This design comes from an exercise in tuning for small area, a short achievable clock period and few clock cycles per item on the open sky130 flow, not from production work. Where RTL was checked, it was by simulation tests only, not by an equivalence proof against the original.

==> raven: inputs <==
## tcp_congestion_window_update
module tcp_congestion_window_update #(
    parameter int WINDOW_BITS  = 32,
    parameter int TIMEOUT_BITS = 24
) (
    input  wire logic                             clk,
    input  wire logic                             rst_n,
    input  wire logic                             cfg_write,
    input  wire logic [cwu_pkg::CFG_IDX_W-1:0]    cfg_index,
    input  wire logic [cwu_pkg::CFG_DATA_W-1:0]   cfg_data,
    input  wire logic                             in_valid,
    output logic                                  in_ready,
    input  wire logic                             operation,
    input  wire logic                             new_data_acked,
    output logic                                  out_valid,
    input  wire logic                             out_ready,
    output logic [cwu_pkg::OUT_WIN_W-1:0]         window,
    output logic [cwu_pkg::OUT_TMO_W-1:0]         timeout_value,
    output logic                                  retransmit,
    output logic                                  restart_timer,
    output logic                                  in_avoidance
);
    localparam logic [1:0] ST_IDLE = 2'd0;
    localparam logic [1:0] ST_DIV  = 2'd1;    
    localparam logic [1:0] ST_FIN  = 2'd2;    
    logic [15:0] seg_reg;
    logic [31:0] thr_reg;
    logic [23:0] ceil_reg;
    logic [31:0] sq_reg;
    logic        sq_busy;
    logic [4:0]  sq_cnt;       
    logic        sq_bit;       
    logic [31:0] win_reg;
    logic [23:0] tmo_reg;
    logic        ov_reg;
    logic        rex_reg;
    logic        avo_reg;
    logic        f0v, f0op, f0nd;
  ...
Settings: LEC_CHECK=0, CAP_MARGIN=20, CORE_MARGIN=2, CORE_UTILIZATION=40, SETUP_SLACK_MARGIN=4.5, SLEW_MARGIN=20; clock period 8.5 ns.
run.sh (not shown) runs the stock make flow with config.mk's settings and CLKGATE_MAP_FILE= SYNTH_SCRIPT=/design/flow/synth_recipe.tcl, a recipe that flattens the netlist after the stock synthesis.
==> quartz (differences from raven) <==
--- a/flow/design.v
+++ b/flow/design.v
@@ -135,38 +135,35 @@
     assign tmo_new = (tmo_dbl > {1'b0, ceil_reg}) ? ceil_reg : tmo_dbl[23:0];
     assign is_to  = !f0op;
     assign is_ss  = head_div && !avoid;
     assign is_dz  = head_div && avoid && (qz_reg || win_reg == '0);   
     always_comb begin
         commit_nd  = 1'b0;
         commit_fin = 1'b0;
         start      = 1'b0;
-        if (!sq_busy) begin
-            if (st == ST_FIN) begin
-                commit_fin = free;
-                start      = free && f0v && head_div && !qz_reg && !stale_reg;
-            end else if (st == ST_IDLE && f0v) begin
-                if (head_div && avoid && !is_dz)
-                    start = !stale_reg;
-                else
-                    commit_nd = free && !(is_dz && stale_reg);
-            end
+        if (st == ST_FIN) begin
+            commit_fin = free;
+            start      = free && f0v && head_div && !qz_reg && !stale_reg && !sq_busy;
+        end else if (st == ST_IDLE && f0v) begin
+            if (head_div && avoid && !is_dz)
+                start = !stale_reg && !sq_busy;
+            else
+                commit_nd = free && !(is_dz && (stale_reg || sq_busy));
         end
     end
     assign pop        = commit_nd || start;
     assign load_start = (st == ST_IDLE) || (st == ST_FIN && free);
     always_ff @(posedge clk or negedge rst_n) begin
         if (!rst_n) begin
             seg_reg   <= 16'd1000;
             thr_reg   <= 32'd64000;
             ceil_reg  <= 24'hFF_FFFF;
-            sq_reg    <= 32'd1000000;
-            sq_busy   <= 1'b0;
-            sq_cnt    <= 5'd0;
+            sq_busy   <= 1'b1;        
+            sq_cnt    <= 5'd16;
             win_reg   <= 32'd1000;
             tmo_reg   <= 24'd1000;
             ov_reg    <= 1'b0;
             f0v       <= 1'b0;
             f1v       <= 1'b0;
             st        <= ST_IDLE;
             stale_reg <= 1'b1;
         end else begin
@@ -179,20 +176,18 @@
                     end
                     2'd1: thr_reg  <= cfg_data;
                     2'd3: ceil_reg <= cfg_data[23:0];
                     default: ;
                 endcase
             end
             if (sq_busy && !(cfg_write && cfg_index == 2'd0)) begin
                 sq_cnt <= sq_cnt - 5'd1;
-                if (sq_cnt == 5'd0) begin
+                if (sq_cnt == 5'd0)
                     sq_busy <= 1'b0;
-                    sq_reg  <= y1[31:0];
-                end
             end
             if (pop) begin
                 f0v <= f1v || push;
                 f1v <= 1'b0;
             end else if (push) begin
                 if (f0v) f1v <= 1'b1;
                 else     f0v <= 1'b1;
             end
@@ -218,16 +213,18 @@
             else if (commit_fin)
                 st <= ST_IDLE;
             else if (st == ST_DIV && j_reg == 5'd0)
                 st <= ST_FIN;
         end
     end
     always_ff @(posedge clk) begin
         sq_bit <= seg_reg[4'(sq_cnt - 5'd1)];
+        if (sq_busy && sq_cnt == 5'd0 && !(cfg_write && cfg_index == 2'd0))
+            sq_reg <= y1[31:0];
         mm_reg <= kdiff[4:0];
         qz_reg <= kdiff[5] || (sq_reg == '0);
         if (pop) begin
             f0op <= f1v ? f1op : operation;
             f0nd <= f1v ? f1nd : new_data_acked;
         end else if (push && !f0v) begin
             f0op <= operation;
             f0nd <= new_data_acked;
@@ -240,25 +237,26 @@
             rex_reg <= is_to;
             avo_reg <= avoid;
         end else if (commit_fin) begin
             rex_reg <= 1'b0;
             avo_reg <= 1'b1;
         end
         if (st == ST_DIV || (sq_busy && !sq_clear)) begin
             rem_reg <= y1;
-            q_reg   <= {q_reg[30:0], qb1};
             j_reg   <= j_reg - 5'd1;
-            nb_reg  <= nb_next && !sq_busy;
-        end else if (load_start) begin
+        end else begin
             rem_reg <= {1'b0, rem_init};
-            q_reg   <= '0;
             j_reg   <= mm_reg;
-            nb_reg  <= nb_next && !sq_busy;
-        end
+        end
+        nb_reg <= nb_next && !sq_busy;
+        if (st == ST_DIV)
+            q_reg <= {q_reg[30:0], qb1};
+        else if (load_start)
+            q_reg <= '0;
     end
     assign in_ready      = !f1v;
     assign out_valid     = ov_reg;
     assign window        = win_reg;
     assign timeout_value = tmo_reg;
     assign retransmit    = rex_reg;
     assign restart_timer = rex_reg;
     assign in_avoidance  = avo_reg;
==> ember (differences from raven) <==
--- a/flow/design.v
+++ b/flow/design.v
@@ -59,86 +59,103 @@
     localparam logic [1:0] ST_IDLE = 2'd0;
     localparam logic [1:0] ST_DIV  = 2'd1;    
     localparam logic [1:0] ST_FIN  = 2'd2;    
     logic [15:0] seg_reg;
     logic [31:0] thr_reg;
     logic [23:0] ceil_reg;
     logic [31:0] sq_reg;
     logic        sq_busy;
-    logic [4:0]  sq_cnt;       
+    logic [3:0]  sq_cnt;
     logic        sq_bit;       
     logic [31:0] win_reg;
     logic [23:0] tmo_reg;
     logic        ov_reg;
     logic        rex_reg;
     logic        avo_reg;
     logic        f0v, f0op, f0nd;
     logic        f1v, f1op, f1nd;
     logic [1:0]  st;
-    logic [32:0] rem_reg;      
+    logic [31:0] rem_reg;
     logic [31:0] q_reg;
     logic [4:0]  j_reg;        
-    logic        nb_reg;       
-    logic [4:0]  mm_reg;       
+    logic [1:0]  nbp_reg;      
+    logic [4:0]  m_reg;        
     logic        qz_reg;       
     logic        stale_reg;    
     logic        avoid;
     logic        free;
     logic        push;
     logic        head_div;
     logic [4:0]  msb_w;
     logic [4:0]  msb_s;
     logic [5:0]  kdiff;
+    logic [4:0]  m_next;
+    logic        qz_next;
+    logic [33:0] sx;
     logic [31:0] rem_init;
     logic [4:0]  psel;
-    logic        nb_next;
-    logic        sub1;
-    logic [32:0] y1;
-    logic        qb1;
-    logic        sq_clear;
-    logic [32:0] bx;
+    logic [1:0]  nbp_next;
+    logic [32:0] r1s, d1, r2s, d2;
+    logic        f1, f2;
+    logic [31:0] r1, r2;
+    logic        fin_c;
+    logic [30:0] fin_hi;
+    logic [31:0] add_a;
     logic [31:0] add_b;
     logic [32:0] add_s;
-    logic [31:0] win_sat;
+    logic [31:0] ss_sat;
+    logic [31:0] fin_sat;
     logic [24:0] tmo_dbl;
     logic [23:0] tmo_new;
     logic        pop;
     logic        commit_nd;    
     logic        commit_fin;   
     logic        start;        
     logic        load_start;
-    logic        is_to, is_ss, is_dz;
+    logic        is_to, is_dup, is_ss, is_dz;
     assign avoid    = win_reg >= thr_reg;
     assign free     = !ov_reg || out_ready;
     assign push     = in_valid && !f1v;
     assign head_div = f0op && f0nd;
     always_comb begin
         msb_w = '0;
         msb_s = '0;
         for (int i = 0; i < 32; i++) begin
             if (win_reg[i]) msb_w = i[4:0];
             if (sq_reg[i])  msb_s = i[4:0];
         end
     end
-    assign kdiff = {1'b0, msb_s} - {1'b0, msb_w};
-    assign rem_init = sq_busy ? 32'd0 : (sq_reg >> 1) >> mm_reg;
-    assign psel     = (st == ST_DIV) ? j_reg - 5'd1 : mm_reg;
-    assign nb_next  = sq_reg[psel];
-    assign sq_clear = sq_busy && sq_cnt[4];
-    assign sub1 = !rem_reg[32] && !sq_busy;
-    assign bx   = sq_busy ? (sq_bit ? {17'd0, seg_reg} : 33'd0) : ({1'b0, win_reg} ^ {33{sub1}});
-    assign y1   = {rem_reg[31:0], nb_reg} + bx + {32'd0, sub1};
-    assign qb1  = !y1[32];
-    assign add_b   = (st == ST_FIN) ? q_reg : {16'd0, seg_reg};
-    assign add_s   = {1'b0, win_reg} + {1'b0, add_b};
-    assign win_sat = add_s[32] ? 32'hFFFF_FFFF : add_s[31:0];
+    assign kdiff   = {1'b0, msb_s} - {1'b0, msb_w};
+    assign qz_next = kdiff[5] || (sq_reg == '0);
+    assign m_next  = 5'((kdiff[4:0] + 5'd1) >> 1) | {kdiff[4:0] == 5'd31, 4'd0};
+    assign sx       = {1'b0, sq_reg, 1'b0};
+    assign rem_init = 32'(sq_reg[31:1] >> {m_reg, 1'b0});
+    assign psel     = (st == ST_DIV) ? j_reg - 5'd1 : m_reg;
+    assign nbp_next = sx[{psel, 1'b0} +: 2];
+    assign r1s = {rem_reg, nbp_reg[1]};
+    assign d1  = r1s - {1'b0, win_reg};
+    assign f1  = !d1[32];
+    assign r1  = f1 ? d1[31:0] : r1s[31:0];
+    assign r2s = {r1, nbp_reg[0]};
+    assign d2  = r2s - {1'b0, win_reg};
+    assign f2  = !d2[32];
+    assign r2  = f2 ? d2[31:0] : r2s[31:0];
+    assign fin_c   = win_reg[0] & f1;
+    assign fin_hi  = win_reg[31:1] + q_reg[30:0] + {30'd0, fin_c};
+    assign fin_sat = ({1'b0, win_reg[31:1]} + {1'b0, q_reg[30:0]} + {31'd0, fin_c}) > 32'h7FFF_FFFF
+                     ? 32'hFFFF_FFFF : {fin_hi, win_reg[0] ^ f1};
+    assign add_a   = sq_busy ? {sq_reg[30:0], 1'b0} : win_reg;
+    assign add_b   = sq_busy ? (sq_bit ? {16'd0, seg_reg} : 32'd0) : {16'd0, seg_reg};
+    assign add_s   = {1'b0, add_a} + {1'b0, add_b};
+    assign ss_sat  = add_s[32] ? 32'hFFFF_FFFF : add_s[31:0];
     assign tmo_dbl = {tmo_reg, 1'b0};
     assign tmo_new = (tmo_dbl > {1'b0, ceil_reg}) ? ceil_reg : tmo_dbl[23:0];
     assign is_to  = !f0op;
+    assign is_dup = f0op && !f0nd;
     assign is_ss  = head_div && !avoid;
     assign is_dz  = head_div && avoid && (qz_reg || win_reg == '0);   
     always_comb begin
         commit_nd  = 1'b0;
         commit_fin = 1'b0;
         start      = 1'b0;
         if (!sq_busy) begin
             if (st == ST_FIN) begin
@@ -156,80 +173,83 @@
     assign load_start = (st == ST_IDLE) || (st == ST_FIN && free);
     always_ff @(posedge clk or negedge rst_n) begin
         if (!rst_n) begin
             seg_reg   <= 16'd1000;
             thr_reg   <= 32'd64000;
             ceil_reg  <= 24'hFF_FFFF;
             sq_reg    <= 32'd1000000;
             sq_busy   <= 1'b0;
-            sq_cnt    <= 5'd0;
+            sq_cnt    <= 4'd0;
             win_reg   <= 32'd1000;
             tmo_reg   <= 24'd1000;
             ov_reg    <= 1'b0;
             f0v       <= 1'b0;
             f1v       <= 1'b0;
             st        <= ST_IDLE;
             stale_reg <= 1'b1;
         end else begin
             if (cfg_write) begin
                 case (cfg_index)
                     2'd0: begin
                         seg_reg <= cfg_data[15:0];
                         sq_busy <= 1'b1;
-                        sq_cnt  <= 5'd16;
+                        sq_cnt  <= 4'd15;
+                        sq_reg  <= '0;
                     end
                     2'd1: thr_reg  <= cfg_data;
                     2'd3: ceil_reg <= cfg_data[23:0];
                     default: ;
                 endcase
             end
             if (sq_busy && !(cfg_write && cfg_index == 2'd0)) begin
-                sq_cnt <= sq_cnt - 5'd1;
-                if (sq_cnt == 5'd0) begin
+                sq_reg <= add_s[31:0];
+                sq_cnt <= sq_cnt - 4'd1;
+                if (sq_cnt == 4'd0)
                     sq_busy <= 1'b0;
-                    sq_reg  <= y1[31:0];
-                end
             end
             if (pop) begin
                 f0v <= f1v || push;
                 f1v <= 1'b0;
             end else if (push) begin
                 if (f0v) f1v <= 1'b1;
                 else     f0v <= 1'b1;
             end
             if (commit_nd || commit_fin)
                 ov_reg <= 1'b1;
             else if (out_ready)
                 ov_reg <= 1'b0;
             if (commit_fin) begin
-                win_reg <= win_sat;
+                win_reg <= fin_sat;
             end else if (commit_nd) begin
                 if (is_to) begin
                     win_reg <= {16'd0, seg_reg};
                     tmo_reg <= tmo_new;
                 end else if (is_ss) begin
-                    win_reg <= win_sat;
+                    win_reg <= ss_sat;
                 end else if (is_dz && win_reg == '0) begin
                     win_reg <= 32'hFFFF_FFFF;
                 end
             end
             stale_reg <= (commit_nd && is_to) || sq_busy;
             if (start)
-                st <= ST_DIV;
+                st <= (m_reg == 5'd0) ? ST_FIN : ST_DIV;
             else if (commit_fin)
                 st <= ST_IDLE;
-            else if (st == ST_DIV && j_reg == 5'd0)
+            else if (st == ST_DIV && j_reg == 5'd1)
                 st <= ST_FIN;
         end
     end
     always_ff @(posedge clk) begin
-        sq_bit <= seg_reg[4'(sq_cnt - 5'd1)];
-        mm_reg <= kdiff[4:0];
-        qz_reg <= kdiff[5] || (sq_reg == '0);
+        if (cfg_write && cfg_index == 2'd0)
+            sq_bit <= cfg_data[15];
+        else
+            sq_bit <= seg_reg[sq_cnt - 4'd1];
+        m_reg  <= m_next;
+        qz_reg <= qz_next;
         if (pop) begin
             f0op <= f1v ? f1op : operation;
             f0nd <= f1v ? f1nd : new_data_acked;
         end else if (push && !f0v) begin
             f0op <= operation;
             f0nd <= new_data_acked;
         end
         if (push && f0v && !pop) begin
@@ -238,26 +258,26 @@
         end
         if (commit_nd) begin
             rex_reg <= is_to;
             avo_reg <= avoid;
         end else if (commit_fin) begin
             rex_reg <= 1'b0;
             avo_reg <= 1'b1;
         end
-        if (st == ST_DIV || (sq_busy && !sq_clear)) begin
-            rem_reg <= y1;
-            q_reg   <= {q_reg[30:0], qb1};
+        if (st == ST_DIV) begin
+            rem_reg <= r2;
+            q_reg   <= {q_reg[29:0], f1, f2};
             j_reg   <= j_reg - 5'd1;
-            nb_reg  <= nb_next && !sq_busy;
+            nbp_reg <= nbp_next;
         end else if (load_start) begin
-            rem_reg <= {1'b0, rem_init};
+            rem_reg <= rem_init;
             q_reg   <= '0;
-            j_reg   <= mm_reg;
-            nb_reg  <= nb_next && !sq_busy;
+            j_reg   <= m_reg;
+            nbp_reg <= nbp_next;
         end
     end
     assign in_ready      = !f1v;
     assign out_valid     = ov_reg;
     assign window        = win_reg;
     assign timeout_value = tmo_reg;
     assign retransmit    = rex_reg;
     assign restart_timer = rex_reg;
==> flow/config.mk (replaced) <==
export PLATFORM = sky130hd
export DESIGN_NAME = tcp_congestion_window_update
export DESIGN_NICKNAME = tcp_congestion_window_update
export VERILOG_FILES = /design/flow/design.v
export SDC_FILE = /design/flow/constraint.sdc
export NUM_CORES = 4
export LEC_CHECK = 0
export ABC_CLOCK_PERIOD_IN_PS = 3000
export CAP_MARGIN = 20
export CORE_MARGIN = 2
export CORE_UTILIZATION = 40
export SETUP_SLACK_MARGIN = 5.0
export SLEW_MARGIN = 20
==> comparison table <==
Outcome: quartz finished clean; ember finished clean; raven finished clean
Worst hold slack across all endpoints: quartz 0.502 ns; ember 0.504 ns; raven 0.502 ns
Fraction of area in multi-input gates: quartz 50.8%; ember 56.1%; raven 51.0%
Clock buffer cells: quartz 32; ember 45; raven 39
Number of nets in the finished design: quartz 2061; ember 2782; raven 2238
Routed length on met1: quartz 22000 um; ember 29800 um; raven 25900 um
Detailed Route Iter0 Violations: quartz 966; ember 1438; raven 1362
RSZ-0062 raised after global routing: quartz yes; ember yes; raven no
Sequential cell count of the final layout: quartz 256; ember 254; raven 256
Final Util: quartz 47.1%; ember 50.4%; raven 47.3%
Xor and xnor area share after synthesis: quartz 4.81%; ember 5.12%; raven 4.45%
GR Layer Usage met2: quartz 36.6%; ember 43.6%; raven 38.4%
Non-clock buffer share of cell area: quartz 5.95%; ember 9.11%; raven 6.97%
Largest fanout on the critical path: quartz 9; ember 7; raven 11
Global-route wire length before repair: quartz 77500 um; ember 109000 um; raven 87600 um
Post-DP Area: quartz 19100 um2; ember 23100 um2; raven 20100 um2
Largest net degree at the start of global routing: quartz 72; ember 96; raven 71
Endpoint with the worst hold slack: quartz tmo_reg[7]; ember thr_reg[25]; raven thr_reg[17]
HPWL after detailed placement: quartz 36100 um; ember 50300 um; raven 41000 um
Placement-stage worst setup slack: quartz 4.01 ns; ember 1.77 ns; raven 4.04 ns
Aggregate routed wire length: quartz 48400 um; ember 70600 um; raven 57500 um
Testbench counts of quartz, summed over its fixed seeds: cycles 24,030, items 4,800.
Testbench counts of ember, summed over its fixed seeds: cycles 13,938, items 4,800.
No functional check of the RTL was part of raven.

[port drivers added, routing unchanged]
How much do the figures lean on ideal ports? The routed layouts below were timed once more, with nothing changed but the port constraints. Step 1 sets driving cells, clkbuf_16 on the clock port and buf_2 on the other inputs (assumed; they add their load-dependent delay and slew). Step 2 also shifts input and output timing later by t, the mid clock arrival at the registers, as if the neighbouring blocks saw the same clock. Three values: no drivers, after step 1, after step 2; two values: the first two.
| run | t (ns) | setup slack, ns | worst hold slack (ns) | worst register clock-pin slew, ns | pins driven straight from the clock port |
|---|---|---|---|---|---|
| raven | 0.639 | 4.588 / 4.588 / 4.158 | 0.502 / 0.502 / 0.502 | 0.07 / 0.07 | 1 |
| quartz | 0.630 | 4.688 / 4.688 / 4.318 | 0.502 / 0.502 / 0.502 | 0.07 / 0.07 | 1 |
| ember | 0.631 | 2.710 / 2.710 / 2.710 | 0.504 / 0.504 / 0.504 | 0.07 / 0.07 | 1 |
After both steps setup and hold are still met in every run listed. For raven, which loses most, drivers alone change the setup slack by 0.000 ns; drivers and shift together by -0.430 ns.
